This is an optimization exercise on Yosys and OpenROAD, whose aim is small area and a short achievable clock period, not a production implementation.
Only simulation tests tie the RTL to the original design; equivalence was not proved.
Power figures rest on the tool's default switching activity, not on a simulated workload.

== job 8439 ==
Design match_top, start of the top module:
module match_top (
    input  logic        clk,
    input  logic        reset,
    input  logic        left,
    input  logic        right,
    input  logic        up,
    input  logic        down,
    input  logic        enter,
    input  logic        game_reset,
    input  logic        video_on,
    input  logic [9:0]  pix_x,
    input  logic [9:0]  pix_y,
    output logic [11:0] graph_rgb,
    output logic        board_ready
);
    logic        fill_we;
    logic [5:0]  wp;
    logic [2:0]  fill_code;
    logic        full;
    logic        now_h, now_v, now_neg;
    logic        pend_h, pend_v, pend_neg;
    match_pkg::coord_t cur_row;
    match_pkg::coord_t cur_col;
    logic        selected;
    logic [191:0] board;
    input_controller u_ctrl (
        .clk         (clk),
        .reset       (reset),
        .left        (left),
        .right       (right),
        .up          (up),
        .down        (down),
        .enter       (enter),
        .game_reset  (game_reset),
        .fill_we     (fill_we),
        .wp          (wp),
        .fill_code   (fill_code),
        .full        (full),
        .now_h       (now_h),
        .now_v       (now_v),
        .now_neg     (now_neg),
        .pend_h      (pend_h),
        .pend_v      (pend_v),
        .pend_neg    (pend_neg),
        .cur_row     (cur_row),
        .cur_col     (cur_col),
        .selected    (selected),
        .board_ready (board_ready)
    );
    board_store u_board (
        .clk       (clk),
        .fill_we   (fill_we),
        .wp        (wp),
        .fill_code (fill_code),
        .now_h     (now_h),
        .now_v     (now_v),
        .now_neg   (now_neg),
        .pend_h    (pend_h),
        .pend_v    (pend_v),
        .pend_neg  (pend_neg),
        .cur_row   (cur_row),
        .cur_col   (cur_col),
        .board     (board)
    );
    pixel_renderer u_render (
        .video_on  (video_on),
        .pix_x     (pix_x),
        .pix_y     (pix_y),
        .board     (board),
  ...
For scale: about 3000 cells after synthesis, ~230 flip-flops, ~42 I/O pins, ~0.021 mm^2 of cells after synthesis.
clock: 10.0 ns
lec_check: 0
cap_margin: 20
core_margin: 2
core_utilization: 40
setup_slack_margin: 4
slew_margin: 20
synth_hierarchical: 1
standard.sh (not shown) runs the stock make flow with config.mk's settings and CLKGATE_MAP_FILE= SYNTH_SCRIPT=/design/flow/synth_recipe.tcl, a recipe that flattens the netlist after the stock synthesis.
==> flow/flow/run.sh <==
#!/bin/bash
# Standard ORFS layout (standard.sh), with the standard synthesis script except
# for ABC's mapping, chosen per module (see synth.tcl): the board store and the
# controller are mapped for area, the renderer, whose path from the beam inputs
# to the colour outputs sets the period, to a tight delay target. Registers,
# names and every later step are the standard ones. make's output goes to
# flow_make.log; ORFS keeps each step's log under orfs/logs.
set -euo pipefail
export MY_FLOW_DIR="$PWD/flow"
export MY_ABC="board_store:abc_amap.script:0 input_controller:abc_area.script:0 pixel_renderer:abc_speed.script:1500 match_top:abc_speed.script:1500"
bash standard.sh SYNTH_SCRIPT="$PWD/flow/synth.tcl" finish > flow_make.log 2>&1
==> flow/flow/abc_amap.script <==
strash
dch -f
amap -F 2
topo
==> flow/flow/abc_area.script <==
strash
dch
map -a
topo
stime -c
==> flow/flow/abc_speed.script <==
strash
dch
map {D}
topo
stime -c
buffer -c
upsize -c {D}
dnsize -c {D}
==> flow/flow/synth.tcl <==
# synth_recipe.tcl, with ABC's mapping chosen per module: MY_ABC lists
# module:script:delay entries (script in MY_FLOW_DIR, delay target in ps, 0 for
# none), and each module is mapped by its own ABC run
proc synth {args} { yosys synth -nofsm -noshare {*}$args }
proc abc_with {args script d} {
  set i [lsearch -exact $args -script]
  set f [open $script r]
  set body [string map {"\n" ";"} [string trim [read $f]]]
  close $f
  lset args [expr {$i + 1}] "+$body"
  set j [lsearch -exact $args -D]
  if { $j >= 0 } { set args [lreplace $args $j [expr {$j + 1}]] }
  if { $d > 0 } { lappend args -D $d }
  return $args
}
proc abc {args} {
  foreach entry $::env(MY_ABC) {
    lassign [split $entry :] module script d
    yosys abc {*}[abc_with $args $::env(MY_FLOW_DIR)/$script $d] $module
  }
}
source $::env(SCRIPTS_DIR)/synth.tcl
# left out here: clear keep_hierarchy, flatten, clean up, hide names made inside functions, write 1_2_yosys.v
Job 8439 ran to completion and came out clean on the timing, DRC and antenna checks.
The following lists how job 3907 was set up differently from job 8439:
# job 8439
export LEC_CHECK = 0
export CAP_MARGIN = 20
export CORE_MARGIN = 2
export CORE_UTILIZATION = 40
export SETUP_SLACK_MARGIN = 4
export SLEW_MARGIN = 20
export SYNTH_HIERARCHICAL = 1
create_clock -name core_clock -period 10.0 [get_ports {clk}]
# job 3907
export LEC_CHECK = 0
export CAP_MARGIN = 20
export CORE_MARGIN = 2
export CORE_UTILIZATION = 40
export CTS_BUF_LIST = sky130_fd_sc_hd__clkbuf_4 sky130_fd_sc_hd__clkbuf_8
export PLACE_DENSITY = 0.7
export SETUP_SLACK_MARGIN = 3.5
export SLEW_MARGIN = 20
export SYNTH_HIERARCHICAL = 1
create_clock -name core_clock -period 10.0 [get_ports {clk}]
--- a/flow/flow/abc_speed.script
+++ b/flow/flow/abc_speed.script
@@ -2 +2 @@
-dch
+dch -f
==> comparison <==
Vias after detailed routing, job 3907 and job 8439: higher on job 3907. Start point of the critical path = pix_x[5]: job 8439; start point of the critical path = pix_x[6]: job 3907. Of job 3907 and job 8439, job 8439 shows the higher logic depth of the worst setup path including buffers, with job 3907 below it. Setup slack in job 3907 is larger than in job 8439. [compare] base=job 8439 new=job 3907: utilization moved down, total design power went down 2.9%, total setup violations reported at the end of the flow has remained practically unchanged, clock group share of total power decreased 0.4 points, CTS buffer count went up. Higher clock power among job 3907 and job 8439: job 8439. Placement-stage worst setup slack: job 3907 and job 8439 compared, lower one is job 8439.
Input-level comparison between job 5815 and job 3907:
# job 3907
export LEC_CHECK = 0
export CAP_MARGIN = 20
export CORE_MARGIN = 2
export CORE_UTILIZATION = 40
export CTS_BUF_LIST = sky130_fd_sc_hd__clkbuf_4 sky130_fd_sc_hd__clkbuf_8
export PLACE_DENSITY = 0.7
export SETUP_SLACK_MARGIN = 3.5
export SLEW_MARGIN = 20
export SYNTH_HIERARCHICAL = 1
create_clock -name core_clock -period 10.0 [get_ports {clk}]
# job 5815
export LEC_CHECK = 0
export CAP_MARGIN = 20
export CORE_MARGIN = 2
export CORE_UTILIZATION = 40
export CTS_BUF_LIST = sky130_fd_sc_hd__clkbuf_4 sky130_fd_sc_hd__clkbuf_8
export PLACE_DENSITY = 0.7
export SETUP_SLACK_MARGIN = 3.5
export SLEW_MARGIN = 20
create_clock -name core_clock -period 10.0 [get_ports {clk}]
==> flow/run.sh (new file) <==
#!/bin/bash
# synth_recipe.tcl (not shown) runs the flow's synth.tcl, then flattens the netlist and writes it again
# the make line also repeats each setting of config.mk as NAME=value (left out here)
make -C /OpenROAD-flow-scripts/flow DESIGN_CONFIG=/design/flow/config.mk WORK_HOME=/design/flow/orfs CLKGATE_MAP_FILE= SYNTH_SCRIPT=/design/flow/synth_recipe.tcl finish
removed: flow/flow/run.sh
removed: flow/flow/abc_amap.script
removed: flow/flow/abc_area.script
removed: flow/flow/abc_speed.script
removed: flow/flow/synth.tcl
removed: flow/standard.sh
Diff job 3907 and job 5815: mean cell area of the mapped netlist higher in job 5815
Row share of total power in the clock network: job 5815 lower / job 3907 higher
Run comparison: job 5815 launch point of the worst path pix_x[5]; job 3907 launch point of the worst path pix_x[6]
Summary of job 5815 over job 3907: detailed route wirelength on metal2 went up by 32%, site row count shows an increase of 9, share of the clock period used by the worst path after layout +6.9 points, number of fill cells in the layout went up by 1031, die area up 23%.
For summed instance area of the synthesized netlist, dividing the value from job 5815 by the value from job 3907 gives 1.2.
Job 5815 vs job 3907 — number of tap cells added at floorplan climbed by more than 10%
The inputs of job 3065 differ from those of job 5815 as listed below.
# job 5815
export LEC_CHECK = 0
export CAP_MARGIN = 20
export CORE_MARGIN = 2
export CORE_UTILIZATION = 40
export CTS_BUF_LIST = sky130_fd_sc_hd__clkbuf_4 sky130_fd_sc_hd__clkbuf_8
export PLACE_DENSITY = 0.7
export SETUP_SLACK_MARGIN = 3.5
export SLEW_MARGIN = 20
create_clock -name core_clock -period 10.0 [get_ports {clk}]
# job 3065
export LEC_CHECK = 0
export CAP_MARGIN = 20
export CORE_MARGIN = 2
export CORE_UTILIZATION = 40
export CTS_BUF_LIST = sky130_fd_sc_hd__clkbuf_16
export CTS_CLUSTER_DIAMETER = 80
export CTS_CLUSTER_SIZE = 22
export PLACE_DENSITY = 0.7
export SETUP_SLACK_MARGIN = 3.5
export SLEW_MARGIN = 20
export SYNTH_HIERARCHICAL = 1
create_clock -name core_clock -period 10.0 [get_ports {clk}]
==> flow/flow/run.sh (new file) <==
#!/bin/bash
# Standard ORFS layout (standard.sh), with the standard synthesis script except
# for ABC's mapping, chosen per module (see synth.tcl): the board store and the
# controller are mapped for area, the renderer, whose path from the beam inputs
# to the colour outputs sets the period, to a tight delay target. Registers,
# names and every later step are the standard ones. make's output goes to
# flow_make.log; ORFS keeps each step's log under orfs/logs.
set -euo pipefail
export MY_FLOW_DIR="$PWD/flow"
export MY_ABC="board_store:abc_amap.script:0 input_controller:abc_area.script:0 pixel_renderer:abc_speed.script:1500 match_top:abc_speed.script:1500"
bash standard.sh SYNTH_SCRIPT="$PWD/flow/synth.tcl" finish > flow_make.log 2>&1
==> flow/flow/abc_amap.script (new file) <==
strash
dch -f
amap -F 2
topo
==> flow/flow/abc_area.script (new file) <==
strash
dch
map -a
topo
stime -c
==> flow/flow/abc_speed.script (new file) <==
strash
dch -f
map {D}
topo
stime -c
buffer -c
upsize -c {D}
dnsize -c {D}
==> flow/flow/synth.tcl (new file) <==
# synth_recipe.tcl, with ABC's mapping chosen per module: MY_ABC lists
# module:script:delay entries (script in MY_FLOW_DIR, delay target in ps, 0 for
# none), and each module is mapped by its own ABC run
proc synth {args} { yosys synth -nofsm -noshare {*}$args }
proc abc_with {args script d} {
  set i [lsearch -exact $args -script]
  set f [open $script r]
  set body [string map {"\n" ";"} [string trim [read $f]]]
  close $f
  lset args [expr {$i + 1}] "+$body"
  set j [lsearch -exact $args -D]
  if { $j >= 0 } { set args [lreplace $args $j [expr {$j + 1}]] }
  if { $d > 0 } { lappend args -D $d }
  return $args
}
proc abc {args} {
  foreach entry $::env(MY_ABC) {
    lassign [split $entry :] module script d
    yosys abc {*}[abc_with $args $::env(MY_FLOW_DIR)/$script $d] $module
  }
}
source $::env(SCRIPTS_DIR)/synth.tcl
# left out here: clear keep_hierarchy, flatten, clean up, hide names made inside functions, write 1_2_yosys.v
==> flow/standard.sh (new file) <==
#!/bin/bash
# synth_recipe.tcl (not shown) runs the flow's synth.tcl, then flattens the netlist and writes it again
# the make line also repeats each setting of config.mk as NAME=value (left out here)
make -C /OpenROAD-flow-scripts/flow DESIGN_CONFIG=/design/flow/config.mk WORK_HOME=/design/flow/orfs CLKGATE_MAP_FILE= SYNTH_SCRIPT=/design/flow/synth_recipe.tcl "${@:-finish}"
removed: flow/run.sh
### Flow results
- Worst setup slack: job 5815 and job 3065 compared, lower one is job 5815
- Taking job 5815 as the reference, in job 3065 number of combinational gates with multiple inputs has decreased; shortest period the worst path allows has decreased; xor/xnor cell area share of the yosys netlist has decreased; total power has decreased; sequential fraction of the synthesis area has increased.
- Looking at share of total power consumed by net switching, job 3065 sits 2.7 points below job 5815.
- Taking job 5815 as the reference, in job 3065 final RePlAce weighted congestion went down, global-route wire length before repair went down.
Edits applied to the flow inputs when going from job 3065 to job 7557:
# job 3065
export LEC_CHECK = 0
export CAP_MARGIN = 20
export CORE_MARGIN = 2
export CORE_UTILIZATION = 40
export CTS_BUF_LIST = sky130_fd_sc_hd__clkbuf_16
export CTS_CLUSTER_DIAMETER = 80
export CTS_CLUSTER_SIZE = 22
export PLACE_DENSITY = 0.7
export SETUP_SLACK_MARGIN = 3.5
export SLEW_MARGIN = 20
export SYNTH_HIERARCHICAL = 1
create_clock -name core_clock -period 10.0 [get_ports {clk}]
# job 7557
export LEC_CHECK = 0
export CAP_MARGIN = 20
export CORE_MARGIN = 2
export CORE_UTILIZATION = 40
export SETUP_SLACK_MARGIN = 4
export SLEW_MARGIN = 20
export SYNTH_HIERARCHICAL = 1
create_clock -name core_clock -period 10.0 [get_ports {clk}]
==> results.txt <==
On core utilization: between job 7557 and job 3065, it ends up higher for job 7557.
[compare] base=job 3065 new=job 7557: worst vdd rail ir drop went up 35 uV; sum of routed wire length over all layers went up 5.4%.
Looking at final instance area, job 7557 sits 700 um^2 above job 3065.
Between job 3065 and job 7557, static leakage increased.
The via count reported for job 7557 is higher than the one for job 3065.
## Diff of input files: job 266 against job 7557
# job 7557
export LEC_CHECK = 0
export CAP_MARGIN = 20
export CORE_MARGIN = 2
export CORE_UTILIZATION = 40
export SETUP_SLACK_MARGIN = 4
export SLEW_MARGIN = 20
export SYNTH_HIERARCHICAL = 1
create_clock -name core_clock -period 10.0 [get_ports {clk}]
# job 266
export LEC_CHECK = 0
export CAP_MARGIN = 20
export CORE_MARGIN = 2
export CORE_UTILIZATION = 40
export CTS_BUF_LIST = sky130_fd_sc_hd__clkbuf_4 sky130_fd_sc_hd__clkbuf_8
export SETUP_SLACK_MARGIN = 3.5
export SLEW_MARGIN = 20
export SYNTH_HIERARCHICAL = 1
create_clock -name core_clock -period 10.0 [get_ports {clk}]
- Job 266 ended with every stage complete and zero timing, DRC or antenna violations.
- Power density of the placed cells (job 266 over job 7557): decrease, about 8%
- Job 266 against job 7557: global-route usage saw a decrease; multi-input gate share of total cell area went up by 0.47 points.
- Between job 7557 and job 266, the via count of the first global-routing pass does not differ in any meaningful way.
- Diff job 266..job 7557 | routed wire length | negligible
- Summary of job 266 over job 7557: diode insertion count for antenna repair shows an increase of 3, number of stages on the worst setup path ~0 delta.

port drivers added, routing unchanged:
How much do the figures lean on ideal ports? The routed layouts below were timed once more, with nothing changed but the port constraints. Step 1: set_driving_cell puts a clkbuf_16 on clk and a buf_2 on each other input, an assumption about the parent block. Step 2 also shifts input and output timing later by t, the mid clock arrival at the registers, as if the neighbouring blocks saw the same clock. Three values: ideal, step 1, step 2; two values: the first two.
| run | shift t [ns] | setup slack, ns | worst hold slack (ns) | worst register clock-pin slew, ns | worst data-port slew with drivers (ns) |
|---|---|---|---|---|---|
| job 8439 | 0.671 | 3.333 / 3.253 / 3.253 | 0.355 / 0.355 / 0.355 | 0.07 / 0.07 | 0.08 |
| job 3907 | 0.716 | 3.417 / 3.365 / 3.365 | 0.349 / 0.349 / 0.349 | 0.07 / 0.07 | 0.06 |
| job 5815 | 0.743 | 2.732 / 2.654 / 2.654 | 0.352 / 0.352 / 0.352 | 0.09 / 0.09 | 0.11 |
| job 3065 | 0.618 | 3.346 / 3.307 / 3.307 | 0.354 / 0.354 / 0.354 | 0.09 / 0.09 | 0.06 |
| job 7557 | 0.671 | 3.256 / 3.210 / 3.210 | 0.354 / 0.354 / 0.354 | 0.07 / 0.07 | 0.06 |
| job 266 | 0.734 | 3.317 / 3.261 / 3.275 | 0.355 / 0.355 / 0.355 | 0.07 / 0.07 | 0.05 |
After both steps every run listed still meets setup and hold. For job 8439, which loses most, drivers alone change the setup slack by -0.080 ns; drivers and shift together by -0.080 ns.
